This design comes from an exercise in tuning for small area, a short achievable clock period and few clock cycles on the open sky130 flow, not from production work.
In this exercise RTL edits were held to simulation tests only and were not proved equivalent to the original.
Power figures rest on the tool's default switching activity, not on a simulated workload.

Design educore_lite, start of the top module:
module educore_lite (
	input  logic                clk,
	input  logic                nreset,
	input  logic                clk_en,
	input  core_pkg::instr_t    instruction_memory_v,
	input  core_pkg::xlen_t     data_memory_in_v,
	output core_pkg::err_code_t error_indicator,
	output core_pkg::xlen_t     instruction_memory_a,
	output logic                instruction_memory_en,
	output core_pkg::xlen_t     data_memory_a,
	output core_pkg::xlen_t     data_memory_out_v,
	output core_pkg::mem_size_t data_memory_s,
	output logic                data_memory_read,
	output logic                data_memory_write
);
	function automatic logic [30:0] onehot(input logic [4:0] r);
		onehot = 31'(1) << r;
	endfunction
	logic             started;
	logic             valid_q;
	logic             hold_q;
	logic             halted;
	logic             run;
	core_pkg::pc_t    pc;
	core_pkg::instr_t instr_q;
	core_pkg::instr_t instr;
	logic             is_add;
	logic             is_sub;
	logic             is_ldr;
	logic             is_str;
	logic             is_nop;
	logic             ir_wr;
	logic             ir_ld;
	logic             ir_st;
	logic             ir_undef;
	logic             ir_sub;
	logic             ir_ldst;
	logic             ir_sh;
	logic [11:0]      ir_imm12;
	logic [30:0]      ir_rn_sel;
	logic [4:0]       ir_rd;
	logic [23:0]      imm24;
	core_pkg::xlen_t  rn_value;
	core_pkg::xlen_t  ex_base;
	logic [23:0]      ex_opb;
	logic             ex_sub;
	logic             ex_sub_hi;
	logic             ex_nsub_hi;
	logic [4:0]       ex_rd;
	logic [30:0]      ex_rt_sel;
	logic             ex_wr;
	logic             ex_ld;
	logic             ex_st;
	logic [64:0]      sum;
	logic [25:0]      lo_sum;
	logic [39:0]      hi_run;
	logic [39:0]      hi_all;
	logic             hi_flip;
	core_pkg::xlen_t  rt_value;
	core_pkg::xlen_t  m_addr;
	core_pkg::xlen_t  m_data;
	logic [4:0]       m_rd;
	logic             m_wr;
	logic             m_ld;
	logic             m_st;
	core_pkg::xlen_t  w_res;
	logic [4:0]       w_rd;
	logic             w_wr;
	logic             w_ld;
	core_pkg::xlen_t  wr_data;
	logic [30:0]      wr_sel;
	assign run = clk_en && started && !halted;
	always_ff @(posedge clk or negedge nreset) begin
  ...
Size in the first run: ~6400 cells after synthesis, ~300 I/O pins, about 0.10 mm² of cells after synthesis.
make LEC_CHECK=0 CAP_MARGIN=20 CELL_PAD_IN_SITES_DETAIL_PLACEMENT=1 CELL_PAD_IN_SITES_GLOBAL_PLACEMENT=2 CORE_MARGIN=2 CORE_UTILIZATION=50 CTS_CLUSTER_DIAMETER=60 CTS_CLUSTER_SIZE=24 GPL_ROUTABILITY_DRIVEN=1 PLACE_DENSITY=0.6 SETUP_SLACK_MARGIN=4.45 SLEW_MARGIN=20 finish   # period 7.5 ns
run.sh (not shown) runs the stock make flow with config.mk's settings and CLKGATE_MAP_FILE= SYNTH_SCRIPT=/design/flow/synth_recipe.tcl, a recipe that flattens the netlist after the stock synthesis.
Testbench counts at the start, summed over its fixed seeds: cycles 8,736.
Edit:
==> flow/flow/run.sh (new file) <==
#!/bin/bash
# The standard layout (the standard.sh, every step unchanged), except
# that the buffers placed on the ports are sky130_fd_sc_hd__buf_2 cells in
# place of the delay-buffer cells buffer_ports picks by default. Every input
# and output port still gets its own buffer; repair may resize them later.
set -euo pipefail
export BUFFER_PORTS_ARGS="-buffer_cell sky130_fd_sc_hd__buf_2"
bash standard.sh > standard_flow.log 2>&1
==> flow/standard.sh (new file) <==
#!/bin/bash
# synth_recipe.tcl (not shown) runs the flow's synth.tcl, then flattens the netlist and writes it again
# the make line also repeats each setting of config.mk as NAME=value (left out here)
make -C /OpenROAD-flow-scripts/flow DESIGN_CONFIG=/design/flow/config.mk WORK_HOME=/design/flow/orfs CLKGATE_MAP_FILE= SYNTH_SCRIPT=/design/flow/synth_recipe.tcl "${@:-finish}"
removed: flow/run.sh
The new run finished with timing, DRC and antenna clean.
Wire length rose by 1.5%.
Clock power is higher by about 4%.
Power went up by 1.4%.
Non-clock buffer count went down by 31.
Setup slack got worse by 0.020 ns.
Sequential power barely changes.
Final cell count barely changes.

separate check: timing with driven ports:
The flow's constraints put no driver on any port. The routed layouts listed below were extracted and timed again, unchanged, in two steps. Step 1 sets driving cells, clkbuf_16 on the clock port and buf_2 on the other inputs (assumed; they add their load-dependent delay and slew). Step 2 times the ports against the registers' clock, not the clock port: input delays grow and output delays shrink by t, the midpoint of the rising clock arrivals with the driver on. a / b / c = no drivers / after step 1 / after step 2; a / b = the first two.
| run | t, ns | setup slack, ns | clock arrival spread, ns | slew at the worst register clock pin (ns) |
|---|---|---|---|---|
| the first run | 0.966 | 4.286 / 4.259 / 3.642 | 0.041 / 0.041 | 0.10 / 0.10 |
| the second run | 0.971 | 4.267 / 4.171 / 3.745 | 0.060 / 0.060 | 0.10 / 0.10 |
After both steps setup and hold are still met in every run listed. The setup slack of the first run, which loses most, moves by -0.027 ns with the drivers and by -0.644 ns with both steps.
